Background: an optimization exercise with open tools, aiming at small area, a short achievable clock period and few clock cycles per item. Do not read the settings as production practice.
Only simulation tests tie the RTL to the original design; equivalence was not proved.
Power is estimated from default activity; no workload was simulated.

==> design.v <==
package isuq_pkg;
  localparam int unsigned FIELD_W   = 20;
  localparam int unsigned INDEX_W   = 5;
  localparam int unsigned COUNT_W   = 6;
  localparam int unsigned CAPACITY  = 32;
  localparam int unsigned KEY_WIDTH = 20;
  localparam int unsigned PTR_W     = $clog2(CAPACITY);
  typedef enum logic [1:0] {
    OP_CLEAR  = 2'd0,
    OP_INSERT = 2'd1,
    OP_QUERY  = 2'd2,
    OP_READ   = 2'd3
  } op_t;
  typedef enum logic [1:0] {
    ST_OK       = 2'd0,
    ST_FULL     = 2'd1,
    ST_REVERSED = 2'd2
  } status_t;
  typedef enum logic [1:0] {
    CMD_HOLD  = 2'd0,
    CMD_RIGHT = 2'd1,
    CMD_LEFT  = 2'd2
  } cmd_t;
endpackage
import isuq_pkg::*;
module isuq_cell (
  input  logic                           clk,
  input  logic                           load,        
  input  logic                           take_left,   
  input  logic                           take_right,  
  input  logic [isuq_pkg::KEY_WIDTH-1:0] wr_low,
  input  logic [isuq_pkg::KEY_WIDTH-1:0] wr_high,
  input  logic [isuq_pkg::KEY_WIDTH-1:0] left_low,
  input  logic [isuq_pkg::KEY_WIDTH-1:0] left_high,
  input  logic [isuq_pkg::KEY_WIDTH-1:0] right_low,
  input  logic [isuq_pkg::KEY_WIDTH-1:0] right_high,
  output logic [isuq_pkg::KEY_WIDTH-1:0] low,
  output logic [isuq_pkg::KEY_WIDTH-1:0] high
);
  logic [KEY_WIDTH-1:0] low_r, low_nxt, high_r, high_nxt;
  assign low  = low_r;
  assign high = high_r;
  always_comb begin
    priority if (load) begin
      low_nxt  = wr_low;
      high_nxt = wr_high;
    end else if (take_left) begin
      low_nxt  = left_low;
      high_nxt = left_high;
    end else if (take_right) begin
      low_nxt  = right_low;
      high_nxt = right_high;
    end else begin
      low_nxt  = low_r;
      high_nxt = high_r;
    end
  end
  always_ff @(posedge clk) begin
    low_r  <= low_nxt;
    high_r <= high_nxt;
  end
endmodule
import isuq_pkg::*;
module isuq_row (
  input  logic                           clk,
  input  logic [isuq_pkg::CAPACITY-1:0]  used,       
  input  logic [isuq_pkg::KEY_WIDTH-1:0] probe_p,
  input  logic [isuq_pkg::KEY_WIDTH-1:0] probe_q,
  output logic [isuq_pkg::CAPACITY-1:0]  bef,
  output logic [isuq_pkg::CAPACITY-1:0]  aft,
  input  logic                           wr,
  input  logic                           grow,
  input  logic                           shrink,
  input  logic [isuq_pkg::KEY_WIDTH-1:0] wr_low,
  input  logic [isuq_pkg::KEY_WIDTH-1:0] wr_high,
  input  logic [isuq_pkg::CAPACITY-1:0]  sel_low,
  input  logic [isuq_pkg::CAPACITY-1:0]  sel_high,
  output logic [isuq_pkg::KEY_WIDTH-1:0] rd_low,
  output logic [isuq_pkg::KEY_WIDTH-1:0] rd_high
);
  logic [KEY_WIDTH-1:0] cell_low [CAPACITY];
  logic [KEY_WIDTH-1:0] cell_high [CAPACITY];
  for (genvar g = 0; g < CAPACITY; g++) begin : g_cell
    localparam int unsigned NB_L = (g > 0) ? g - 1 : 0;
    localparam int unsigned NB_R = (g < CAPACITY - 1) ? g + 1 : g;
    logic load, take_left, take_right, past;
    assign bef[g] = used[g] && (cell_high[g] < probe_q);
    assign aft[g]  = !used[g] || (cell_low[g] > probe_p);
    if (g == 0) begin : g_first
      assign past = 1'b0;
      assign load = wr && !bef[g];
    end else begin : g_rest
      assign past = !bef[g-1];
      assign load = wr && !bef[g] && bef[g-1];
    end
    assign take_left  = (g > 0) && wr && grow && past;
    assign take_right = (g < CAPACITY - 1) && wr && shrink && past;
    isuq_cell u_cell (
      .clk,
      .load,
      .take_left,
      .take_right,
      .wr_low,
      .wr_high,
      .left_low   (cell_low[NB_L]),
      .left_high  (cell_high[NB_L]),
      .right_low  (cell_low[NB_R]),
      .right_high (cell_high[NB_R]),
      .low        (cell_low[g]),
      .high       (cell_high[g])
    );
  end
  always_comb begin
    rd_low  = '0;
    rd_high = '0;
    for (int i = 0; i < CAPACITY; i++) begin
      rd_low  = rd_low  | (cell_low[i]  & {KEY_WIDTH{sel_low[i]}});
      rd_high = rd_high | (cell_high[i] & {KEY_WIDTH{sel_high[i]}});
    end
  end
endmodule
import isuq_pkg::*;
module interval_set_union_query_top (
  input  logic                    clk,
  input  logic                    rst_n,
  input  logic                    in_valid,
  output logic                    in_ready,
  input  logic [1:0]              in_operation,
  input  logic [19:0]             in_range_low,
  input  logic [19:0]             in_range_high,
  input  logic [19:0]             in_probe_key,
  input  logic [4:0]              in_entry_index,
  output logic                    out_valid,
  input  logic                    out_ready,
  output logic                    out_hit,
  output logic [19:0]             out_entry_low,
  output logic [19:0]             out_entry_high,
  output logic                    out_entry_valid,
  output logic [5:0]              out_interval_count,
  output logic [1:0]              out_status
);
  localparam int unsigned KW = KEY_WIDTH;
  localparam int unsigned N  = CAPACITY;
  localparam int unsigned CW = $clog2(CAPACITY + 1);
  logic          s_v;                  
  logic [1:0]    s_op;
  logic [KW-1:0] s_lo, s_hi, s_key;
  logic [4:0]    s_idx;
  logic          h_v;                  
  logic [1:0]    h_op;
  logic          h_rev;
  logic [KW-1:0] h_lo, h_hi, h_p, h_q;
  logic [4:0]    h_idx;
  logic          in_acc, h_take, consume;
  assign in_ready = !s_v;
  assign in_acc   = in_valid && !s_v;
  assign h_take   = !h_v || consume;
  logic [1:0]    e_op;
  logic [KW-1:0] e_lo, e_hi, e_key;
  logic [4:0]    e_idx;
  assign e_op  = s_v ? s_op  : in_operation;
  assign e_lo  = s_v ? s_lo  : in_range_low;
  assign e_hi  = s_v ? s_hi  : in_range_high;
  assign e_key = s_v ? s_key : in_probe_key;
  assign e_idx = s_v ? s_idx : in_entry_index;
  logic [KW-1:0] e_p, e_q;
  always_comb begin
    if (e_op == OP_QUERY) begin
      e_p = e_key;
      e_q = e_key;
    end else begin
      e_p = (&e_hi) ? e_hi : e_hi + 1'b1;
      e_q = (e_lo == '0) ? e_lo : e_lo - 1'b1;
    end
  end
  always_ff @(posedge clk) begin
    if (!rst_n) begin
      s_v <= 1'b0;
      h_v <= 1'b0;
    end else begin
      if (h_take) begin
        h_v <= s_v || in_acc;
        s_v <= 1'b0;
      end else if (in_acc) begin
        s_v <= 1'b1;
      end
    end
    if (!h_take && in_acc) begin
      s_op <= in_operation; s_lo <= in_range_low; s_hi <= in_range_high;
      s_key <= in_probe_key; s_idx <= in_entry_index;
    end
    if (h_take) begin
      h_op <= e_op; h_rev <= (e_lo > e_hi);
      h_lo <= e_lo; h_hi <= e_hi; h_p <= e_p; h_q <= e_q; h_idx <= e_idx;
    end
  end
  logic [CW-1:0] count_r, count_nxt;
  logic          ov_r;
  logic          o_hit_r, o_ev_r;
  logic [KW-1:0] o_lo_r, o_hi_r;
  logic [1:0]    o_st_r;
  logic [N-1:0]  used, bef, aft, absorb, fst, lst, sel_idx;
  logic [N-1:0]  sel_low, sel_high;
  logic [KW-1:0] rd_low, rd_high, m_low, m_high;
  logic          any, two, three, full, is_ins, ins_ok, partial, exec, wr;
  always_comb
    for (int i = 0; i < N; i++) used[i] = (CW'(i) < count_r);
  assign absorb = ~bef & ~aft;
  assign any    = |absorb;
  assign two    = |(absorb & (absorb >> 1));
  assign three  = |(absorb & (absorb >> 1) & (absorb >> 2));
  assign fst  = ~bef & {bef[N-2:0], 1'b1};
  assign lst   = absorb & ~(absorb >> 1);
  always_comb
    for (int i = 0; i < N; i++) sel_idx[i] = (h_idx == 5'(i));
  assign sel_low  = (h_op == OP_READ) ? sel_idx : fst;
  assign sel_high = (h_op == OP_READ) ? sel_idx : lst;
  assign m_low  = (any && rd_low < h_lo)   ? rd_low  : h_lo;
  assign m_high = (any && rd_high > h_hi)  ? rd_high : h_hi;
  assign is_ins  = (h_op == OP_INSERT) && !h_rev;
  assign full    = !any && count_r == CW'(N);
  assign ins_ok  = is_ins && !full;
  assign exec    = h_v && (!ov_r || out_ready);
  assign wr      = exec && ins_ok;
  assign partial = ins_ok && three;
  assign consume = exec && !partial;
  isuq_row u_row (
    .clk, .used, .probe_p(h_p), .probe_q(h_q), .bef, .aft,
    .wr, .grow(!any), .shrink(two), .wr_low(m_low), .wr_high(m_high),
    .sel_low, .sel_high, .rd_low, .rd_high
  );
  always_comb begin
    count_nxt = count_r;
    if (exec) begin
      if (h_op == OP_CLEAR) count_nxt = '0;
      else if (ins_ok && !any) count_nxt = count_r + 1'b1;
      else if (ins_ok && two) count_nxt = count_r - 1'b1;
    end
  end
  always_ff @(posedge clk) begin
    if (!rst_n) begin
      count_r <= '0;
      ov_r    <= 1'b0;
    end else begin
      count_r <= count_nxt;
      if (consume) ov_r <= 1'b1;
      else if (out_ready) ov_r <= 1'b0;
    end
    if (consume) begin
      o_hit_r <= (h_op == OP_QUERY) && any;
      o_ev_r  <= (h_op == OP_READ) && used[h_idx];
      o_lo_r  <= (h_op == OP_READ && used[h_idx]) ? rd_low  : '0;
      o_hi_r  <= (h_op == OP_READ && used[h_idx]) ? rd_high : '0;
      o_st_r  <= (h_op == OP_INSERT && h_rev) ? ST_REVERSED :
                 (is_ins && full) ? ST_FULL : ST_OK;
    end
  end
  assign out_valid          = ov_r;
  assign out_hit            = o_hit_r;
  assign out_entry_low      = o_lo_r;
  assign out_entry_high     = o_hi_r;
  assign out_entry_valid    = o_ev_r;
  assign out_interval_count = 6'(count_r);
  assign out_status         = o_st_r;
endmodule
==> run.sh <==
#!/bin/bash
# synth_recipe.tcl (not shown) runs the flow's synth.tcl, then flattens the netlist and writes it again
# the make line also repeats each setting of config.mk as NAME=value (left out here)
make -C /OpenROAD-flow-scripts/flow DESIGN_CONFIG=/design/flow/config.mk WORK_HOME=/design/flow/orfs CLKGATE_MAP_FILE= SYNTH_SCRIPT=/design/flow/synth_recipe.tcl finish
==> config.mk <==
export PLATFORM = sky130hd
export DESIGN_NAME = interval_set_union_query_top
export DESIGN_NICKNAME = interval_set_union_query_top
export VERILOG_FILES = /design/flow/design.v
export SDC_FILE = /design/flow/constraint.sdc
export NUM_CORES = 4
export LEC_CHECK = 0
export CAP_MARGIN = 20
export CELL_PAD_IN_SITES_DETAIL_PLACEMENT = 1
export CELL_PAD_IN_SITES_GLOBAL_PLACEMENT = 1
export CORE_MARGIN = 2
export CORE_UTILIZATION = 20
export GPL_ROUTABILITY_DRIVEN = 1
export PLACE_DENSITY = 0.35
export SLEW_MARGIN = 20
==> constraint.sdc <==
create_clock -name core_clock -period 8.0 [get_ports {clk}]
set_input_delay 1.6000 -clock core_clock [delete_from_list [all_inputs] [get_ports {clk}]]
set_output_delay 1.6000 -clock core_clock [all_outputs]
set_load 0.01 [all_outputs]
==> metrics.md <==
| Metric | Value |
|---|---|
| Status | `failed layout checks` |
| Blocking Checks | `setup timing` |
| Max Clk Rate | `125 MHz` |
| Hold depth | `1` |
| Required @ worst endpoint | `~8.7 ns` |
| Total Wirelength | `slightly above 800000 µm` |
| Crit. End Element | `flip-flop` |
| Tmin final | `8.01 ns` |
| Setup WS post-layout | `-0.0124 ns` |
| Min-Delay Startpoint | `s_idx[2]` |
| Clock latency (worst-skew pair) | `0.99 ns` |
| Routed WL per cell | `40.5 µm` |
| Hold WC Path Type | `flip-flop to flip-flop` |
| Initial antenna violation count | `98` |
| Worst Tran Pin Value | `~1.3 ns` |
| Mapped Avg Cell Area | `11.2 µm²` |
| Worst-path fanout max | `17` |
| Top flop regs | `u_row.g_cell.u_cell.high_r (640), u_row.g_cell.u_cell.low_r (640)` |
| Share of cells above drive strength 1 | `between 20% and 30%` |
| Max-Cap Viols | `0` |
| DP HPWL | `679000 µm` |
| Most frequent cells in the layout | `mux2i_1, buf_4, edfxtp_1` |
| Leak Pwr | `63.3 nW` |
| Crit path DAT | `8.72 ns` |
| Relative slew slack | `13.0%` |
| DR vias | `105128` |
| FF-to-FF End | `u_row.g_cell[14].u_cell.low_r[12]` |
| Post-Place Cell Area | `144000 µm²` |
| Seq/Total Area, Yosys | `39.1%` |
| Clk sinks | `between 1000 and 1500` |
| Slew Limit Fails | `0` |
| Total nets after synthesis | `11604` |
| DRT iter0 DRCs | `11703` |
| Critical path type | `flip-flop to flip-flop` |
| R2R cell count | `35` |
| CORE AREA | `569000 µm²` |
| CTS H-tree depth | `4` |
| Syn Inst Count | `10220` |
| Root Driver | `clkbuf_16` |
| Yosys top cell by area | `edfxtp_1` |
| Largest family of logic cells by synthesized area | `multiplexers` |
| DRT Pass-1 Iters | `8` |
| Final Cell Area | `154000 µm²` |
| Worst r2r src | `h_q[5]` |
| CTS tree | `yes` |
| Most used DFF post-synth | `edfxtp_1` |
| Most common cell after layout, fill and taps aside | `mux2i_1` |
| Largest net degree at the start of global routing | `82` |
| Final Hold Viols | `0` |
| Peak per-stage delay on the critical path | `0.93 ns` |
| Fin Setup TNS | `-0.0447 ns` |
| Setup violators final | `7` |
| Mux cell area share after synthesis | `21.3%` |
| Synth warn | `5` |
| R2R Setup Slk | `-0.01 ns` |
| Total CTS buffers | `216` |
| Type of origin of the critical path | `flip-flop` |
| FF+latch count, synth | `1488` |
| Post-Synth Adder-Cell Area | `about 14%` |
| Chip height | `759 µm` |
| Drc violations | `0` |
| CP max-delay cell | `a222oi_1` |
| Post-Synth XOR/XNOR Area | `0.246%` |
| Initial Util | `20.1%` |
| Overall power | `38.3 mW` |
| First-pass GRT wire length | `1050000 µm` |
| IO Pins | `123` |
| Ranking of synthesized cells by area | `edfxtp_1, mux2i_1, ha_1` |
| Mapped cell area | `114000 µm²` |
| Compound-Gate Fraction of Synth Area | `13.3%` |
| Tightest hold margin | `0.548 ns` |
| DR vias/cell | `5.26` |
| Max VDD drop | `approximately 0.27 mV` |
| Syn-to-layout area delta | `34.7%` |
| Ys async rst share | `0%` |
| # rows | `277` |
| Synth cell types | `102` |
| Detail Route Antenna Nets | `0` |
| Die X | `759 µm` |
| Power Density | `249 nW/µm²` |
| Die Area | `577000 µm²` |
| Clock-pin slew on the worst setup and hold paths | `0.06 ns` |
| Total track usage | `26.9%` |
| EDFF count, synth | `~1500` |
| Clk_skew | `0.0595 ns` |
| Remaining Overflow, GRT | `0` |
| Nets | `roughly 14000` |
| Post-synth top area share | `38.9%` |
| Hold Crit Endpoint | `h_idx[2]` |
| Tcrit/Tclk final | `100%` |
| Placer Congestion | `between 0.9 and 1` |
| Most frequent CP cell | `buf_12` |
| Clock tree buffer depth | `4` |
| Vias in the first global route | `around 110k` |
| IO buf count | `122` |
| Synth Area in Simple Gates | `8.41%` |
worst max-delay path, delay by kind of cell (launching register included):
kind / cells / cell delay [ns]
muxes: 2 / 0.26
AOI/OAI and AO/OA: 13 / 3.25
buffers and inverters: 14 / 2.26
DFF: 1 / 0.41
adders and majority gates: 2 / 0.43
and+or+nand+nor: 4 / 1.01
metal layers:
metal  part of all wire, %  global-route usage, %
met1                    49                   40.3
met2                    41                   38.8
met3                   7.5                   5.42
met4                   2.9                   6.56
met5                0.0022                      0
cell families after synthesis:
group | Yosys count
buffers and inverters | 846
adders and majority gates | 1313
and+or+nand+nor | 1947
xor gates and xnor gates | 32
AOI/OAI and AO/OA | 2214
muxes | 2380
DFF | 1488
stage by stage:
step / setup WS, ns / util, % / instances
global placement: -1.79 / 25.3 / 19433
floorplan: 0.475 / - / 10220
finish: -0.0124 / 27.0 / 19980
global route: -0.0255 / 27.0 / 19938
detailed placement: -1.45 / 25.3 / 19440
CTS: 0.000835 / 26.8 / 19892
power by group:
group / internal [mW] / total, mW / switching (mW)
Clock: 5.31 / 9.67 / 4.37
Sequential: 9.35 / 9.96 / 0.612
Combinational: 7.08 / 18.7 / 11.6
Total: 21.7 / 38.3 / 16.5
cell usage after synthesis, drive strengths merged, types with 92 or more instances:
cell and instances:
mux2i 2220, nor2 286, buf 304, a222oi 119, nand3 179, a21o 105
a22oi 220, nor3 92, a211oi 125, a21oi 490, clkbuf 292, nand2 718
inv 250, mux2 158, ha 1313, edfxtp 1479, nand4 250, a221oi 101
a22o 92, o21ai 474
area by class of cell:
| class | count | area, µm² |
|---|---|---|
| antenna | 49 | 123 |
| sequential | 1488 | 44600 |
| fill | 62803 | 415000 |
| inverter | 250 | 961 |
| timing repair buffer | 2390 | 23200 |
| multi-input combinational | 7886 | 68900 |
| clock inverter | 103 | 857 |
| clock buffer | 281 | 5700 |
| tap | 7533 | 9430 |
how the worst max path moves through the flow:
stage | startpoint | to | slack, ns
6_report | h_q[5] | u_row.g_cell[14].u_cell.low_r[12] | -0.01
3_3_place_gp | h_p[12] | u_row.g_cell[7].u_cell.high_r[2] | -1.79
5_1_grt | h_p[13] | u_row.g_cell[9].u_cell.high_r[5] | -0.03
3_5_place_dp | h_p[12] | u_row.g_cell[1].u_cell.high_r[10] | -1.45
4_1_cts | h_p[13] | u_row.g_cell[1].u_cell.high_r[4] | 0.0008
2_1_floorplan | h_q[13] | u_row.g_cell[18].u_cell.high_r[0] | 0.48
what timing repair did:
action,CTS,global route
gates cloned,8,4
hold buffers,0,0
setup endpoints to repair,1280,1280
pin swaps,93,90
buffers inserted,63,41
gates resized for setup,266,159
endpoints found under the hold margin,0,0
Testbench counts, summed over its fixed seeds: cycles 12,487, items 12,000.

-- afterwards: timing with drivers on the ports --
Ports are ideal in the flow. The routed layout listed here was re-timed in OpenROAD.
Step 1 assumes that a clkbuf_16 drives the clock port and a buf_2 every other input.
Step 2 also shifts input and output timing later by t, the mid clock arrival at the registers, as if the neighbouring blocks saw the same clock.
a / b / c = ideal ports / drivers / drivers and shift; a / b = the first two.
shift t [ns]: 1.078
slack for setup (ns): -0.012 / -0.012 / -0.012
slew at the worst register clock pin (ns): 0.07 / 0.07
worst data-port slew with drivers (ns): 0.12
pins driven straight from the clock port: 1
The setup slack of this run moves by 0.000 ns with the drivers and by 0.000 ns with both steps.
